Context: an optimization exercise on an open-source flow, tuned for small area, a short achievable clock period and few clock cycles per item. The choices shown serve that exercise and are no tape-out recipe. Power figures rest on the tool's default switching activity, not on a simulated workload.

Setup of 02-24:
==> module odss_back, before the edit <==
module odss_back (
    input  logic        i_clk,
    input  logic        i_rst_n,
    input  logic [4:0]  i_cfg,      
    input  logic        i_beat,
    input  logic        i_mode,
    input  logic [47:0] i_data,
    output logic        o_pv,
    output logic [3:0]  o_pd        
);
    function automatic logic [6:0] f_wsum(input logic [11:0] x,
                                          input logic [31:0] wts);
        logic [6:0] s;
        s = {3'd0, x[3:0]};
        for (int i = 4; i < 12; i++) begin
            s = s + (x[i] ? {3'd0, wts[4*(i-4) +: 4]} : 7'd0);
        end
        f_wsum = s;
    endfunction
    function automatic logic [6:0] f_rsub(input logic [6:0] s,
                                          input logic [4:0] n,
                                          input int         k);
        logic [7:0] d;
        d = {1'b0, s >> k} - {3'b0, n};
        f_rsub = d[7] ? s : 7'((d[6:0] << k) | (s & 7'((1 << k) - 1)));
    endfunction
    function automatic logic f_lt(input logic [6:0] a, input logic [6:0] b);
        logic l;
        l = 1'b0;
        for (int i = 0; i < 7; i++) begin
            l = (~a[i] & b[i]) | ((~a[i] | b[i]) & l);
        end
        f_lt = l;
    endfunction
    function automatic logic f_eq(input logic [6:0] a, input logic [6:0] b);
        f_eq = (a == b);
    endfunction
    logic        r1_v, r1_pix;
    logic [11:0] r1_x, r1_y;
    logic [7:0]  r1_c [3];
    logic [4:0]  r_sn;
    logic [5:0]  r_vf;           
    logic [31:0] r_wts;          
    logic        r_sb;
    logic        r2_v, r2_b;
    logic [4:0]  r2_n;
    logic [6:0]  r2_sx, r2_sy;
    logic [7:0]  r2_ph [3];
    logic [2:0]  r2_e;
    logic        r3_v, r3_b;
    logic [4:0]  r3_n;
    logic [5:0]  r3_sx, r3_sy;
    logic [7:0]  r3_t [3];
    logic        r4_v, r4_b;
    logic [4:0]  r4_n;
    logic [7:0]  r4_m;
    logic [7:0]  r4_t [3];
    logic        r5_v, r5_b;
    logic [4:0]  r5_n;
    logic [7:0]  r5_k;
    logic [7:0]  r5_t [3];
    logic [31:0] w_wts;
    logic [5:0]  w_vfac;
    logic [15:0] w_p [3];
    logic [6:0]  w_sx3, w_sy3, w_sx4, w_sy4;
    logic [7:0]  w_half;
    logic        w_u;
    logic [7:0]  w_kd;
    logic [6:0]  w_kp;
    always_ff @(posedge i_clk) begin
        if (!i_rst_n) begin
            r1_v <= 1'b0;
            r2_v <= 1'b0;
            r3_v <= 1'b0;
            r4_v <= 1'b0;
            r5_v <= 1'b0;
            r_sb <= 1'b0;
        end else begin
            r1_v <= i_beat;
            r2_v <= r1_v && r1_pix;
            r3_v <= r2_v;
            r4_v <= r3_v;
            r5_v <= r4_v;
            if (r1_v && !r1_pix) begin
                r_sb <= 1'b1;
            end
        end
    end
    always_ff @(posedge i_clk) begin
        if (r1_v && !r1_pix) begin
            r_sn <= i_cfg;
            r_vf <= odss_pkg::f_vfac(i_cfg);
            r_wts <= odss_pkg::f_wts(i_cfg);
        end
    end
    always_ff @(posedge i_clk) begin
        r1_pix  <= i_mode;
        r1_x    <= i_data[11:0];
        r1_y    <= i_data[23:12];
        r1_c[0] <= i_data[31:24];
        r1_c[1] <= i_data[39:32];
        r1_c[2] <= i_data[47:40];
    end
    assign w_wts   = r_wts;
    assign w_vfac  = r_vf;
    always_comb begin
        for (int j = 0; j < 3; j++) begin
            w_p[j] = 16'(16'(r1_c[j]) * 16'(w_vfac) << 2)
                   + (r_sn[0] ? 16'(r1_c[j]) << 1 : 16'(r1_c[j]));
        end
    end
    always_ff @(posedge i_clk) begin
        r2_b  <= r_sb;
        r2_n  <= r_sn;
        r2_sx <= f_wsum(r1_x, w_wts);
        r2_sy <= f_wsum(r1_y, w_wts);
        for (int j = 0; j < 3; j++) begin
            r2_ph[j] <= r_sn[4] ? r1_c[j] : w_p[j][15:8];
            r2_e[j]  <= (r1_c[j] == 8'd128) && r_sn[0];
        end
    end
    assign w_sx3 = f_rsub(f_rsub(r2_sx, r2_n, 3), r2_n, 2);
    assign w_sy3 = f_rsub(f_rsub(r2_sy, r2_n, 3), r2_n, 2);
    always_ff @(posedge i_clk) begin
        r3_b  <= r2_b;
        r3_n  <= r2_n;
        r3_sx <= w_sx3[5:0];
        r3_sy <= w_sy3[5:0];
        for (int j = 0; j < 3; j++) begin
            r3_t[j] <= r2_ph[j] - 8'(r2_e[j]);
        end
    end
    assign w_sx4 = f_rsub(f_rsub({1'b0, r3_sx}, r3_n, 1), r3_n, 0);
    assign w_sy4 = f_rsub(f_rsub({1'b0, r3_sy}, r3_n, 1), r3_n, 0);
    always_ff @(posedge i_clk) begin
        r4_b  <= r3_b;
        r4_n  <= r3_n;
        r4_m  <= {w_sx4[3:0], w_sy4[3:0]};
        for (int j = 0; j < 3; j++) begin
            r4_t[j] <= r3_t[j];
        end
    end
    always_ff @(posedge i_clk) begin
        r5_b <= r4_b;
        r5_n <= r4_n;
        r5_k <= odss_pkg::f_kidx({r4_m[7:4] - r4_n[4:1] + 4'd8,
                                  r4_m[3:0] - 4'(5'(r4_n - 5'd1) >> 1) + 4'd7});
        for (int j = 0; j < 3; j++) begin
            r5_t[j] <= r4_t[j];
        end
    end
    assign w_half = odss_pkg::f_half(r5_n);
    assign w_u    = f_lt(r5_k[6:0], w_half[6:0]) && !r5_k[7] || w_half[7] && !r5_k[7];
    assign w_kd   = r5_k - w_half;
    assign w_kp   = w_u ? r5_k[6:0] : w_kd[6:0];
    assign o_pv = r5_v;
    always_comb begin
        o_pd[3] = r5_b;
        for (int j = 0; j < 3; j++) begin
            o_pd[j] = r5_b && (f_lt(w_kp, r5_t[j][7:1])
                               || (w_u && r5_t[j][0] && f_eq(w_kp, r5_t[j][7:1])));
        end
    end
endmodule
export LEC_CHECK = 0
export ABC_AREA = 1
export CAP_MARGIN = 20
export CORE_MARGIN = 2
export CORE_UTILIZATION = 40
export PLACE_DENSITY = 0.6
export SETUP_SLACK_MARGIN = 5
export SLEW_MARGIN = 20
create_clock -name core_clock -period 10.0 [get_ports {i_clk}]
run.sh (not shown) runs the stock make flow with config.mk's settings and CLKGATE_MAP_FILE= SYNTH_SCRIPT=/design/flow/synth_recipe.tcl, a recipe that flattens the netlist after the stock synthesis.
Edits applied to the flow inputs when going from 02-24 to 12-09:
-- flow/design.v --
<<< 02-24, line 127
    logic [7:0]  r1_c [3];
    logic [4:0]  r_sn;
    logic [5:0]  r_vf;           
    logic [31:0] r_wts;          
    logic        r_sb;
    logic        r2_v, r2_b;
>>> 12-09, line 127
    logic [7:0]  r1_c [3];
    logic [4:0]  r_sn;
    logic        r_sb;
    logic        r2_v, r2_b;
<<< 02-24, line 141
    logic        r4_v, r4_b;
    logic [4:0]  r4_n;
    logic [7:0]  r4_m;
    logic [7:0]  r4_t [3];
    logic        r5_v, r5_b;
>>> 12-09, line 139
    logic        r4_v, r4_b;
    logic [4:0]  r4_n;
    logic [7:0]  r4_ab;
    logic [7:0]  r4_t [3];
    logic        r5_v, r5_b;
<<< 02-24, line 177
        if (r1_v && !r1_pix) begin
            r_sn <= i_cfg;
            r_vf <= odss_pkg::f_vfac(i_cfg);
            r_wts <= odss_pkg::f_wts(i_cfg);
        end
    end
>>> 12-09, line 175
        if (r1_v && !r1_pix) begin
            r_sn <= i_cfg;
        end
    end
<<< 02-24, line 189
        r1_c[2] <= i_data[47:40];
    end
    assign w_wts   = r_wts;
    assign w_vfac  = r_vf;
    always_comb begin
        for (int j = 0; j < 3; j++) begin
>>> 12-09, line 185
        r1_c[2] <= i_data[47:40];
    end
    assign w_wts   = odss_pkg::f_wts(r_sn);
    assign w_vfac  = odss_pkg::f_vfac(r_sn);
    always_comb begin
        for (int j = 0; j < 3; j++) begin
<<< 02-24, line 223
        r4_b  <= r3_b;
        r4_n  <= r3_n;
        r4_m  <= {w_sx4[3:0], w_sy4[3:0]};
        for (int j = 0; j < 3; j++) begin
            r4_t[j] <= r3_t[j];
>>> 12-09, line 219
        r4_b  <= r3_b;
        r4_n  <= r3_n;
        r4_ab <= {w_sx4[3:0] - r3_n[4:1] + 4'd8,
                  w_sy4[3:0] - 4'(5'(r3_n - 5'd1) >> 1) + 4'd7};
        for (int j = 0; j < 3; j++) begin
            r4_t[j] <= r3_t[j];
<<< 02-24, line 231
        r5_b <= r4_b;
        r5_n <= r4_n;
        r5_k <= odss_pkg::f_kidx({r4_m[7:4] - r4_n[4:1] + 4'd8,
                                  r4_m[3:0] - 4'(5'(r4_n - 5'd1) >> 1) + 4'd7});
        for (int j = 0; j < 3; j++) begin
            r5_t[j] <= r4_t[j];
>>> 12-09, line 228
        r5_b <= r4_b;
        r5_n <= r4_n;
        r5_k <= odss_pkg::f_kidx(r4_ab);
        for (int j = 0; j < 3; j++) begin
            r5_t[j] <= r4_t[j];
[summary]
Row netlist area before placement: 12-09 lower / 02-24 higher. Against 02-24, 12-09 comes in 4.0 ps lower on worst hold slack across all endpoints. The global-route wire length before repair of 12-09 exceeds that of 02-24 by 0.90%. Compared with 02-24, 12-09 shows a number of setup buffers added after CTS that is 56 higher. Taking 02-24 as the reference, in 12-09 wire length higher; post-route fraction of the period consumed by the critical path went up by 4.5 points; finished layout cell area comparable; met2 track demand over resource in global routing went up. NOTE: count of flip-flops with a built-in enable after synthesis in 12-09 falls short of that of 02-24. | total power | lower: 12-09 |. Post-CTS clock slew at the launch and capture registers of the worst setup and hold paths across 12-09 and 02-24: no real change. Across both runs, non-filler instance count after layout was lower for 12-09 than for 02-24.
Function was not checked in any run of this note: the RTL went through the layout flow alone.

what the ideal ports hide:
The results above use ideal ports. As a check the final layouts listed here were re-extracted and re-timed, cells and wires unchanged.
Step 1 (the two cells are an assumption about what drives the block):
set clk [get_ports {i_clk}]
set_driving_cell -lib_cell sky130_fd_sc_hd__clkbuf_16 $clk
set_driving_cell -lib_cell sky130_fd_sc_hd__buf_2 [delete_from_list [all_inputs] $clk]
Step 2, shift: input delay + t, output delay - t, t = (earliest + latest rising clock arrival at the registers) / 2. This alone moves slack from input paths to output paths.
a / b / c = ideal ports / drivers / drivers and shift; a / b = the first two.
| run | shift t [ns] | setup slack, ns | worst setup path at the end | latest minus earliest clock arrival (ns) | pins driven straight from the clock port |
|---|---|---|---|---|---|
| 02-24 | 0.595 | 5.280 / 5.280 / 5.280 | register to register | 0.023 / 0.023 | 1 |
| 12-09 | 0.635 | 4.833 / 4.833 / 4.833 | register to register | 0.026 / 0.027 | 1 |
After both steps every run listed still meets setup and hold.
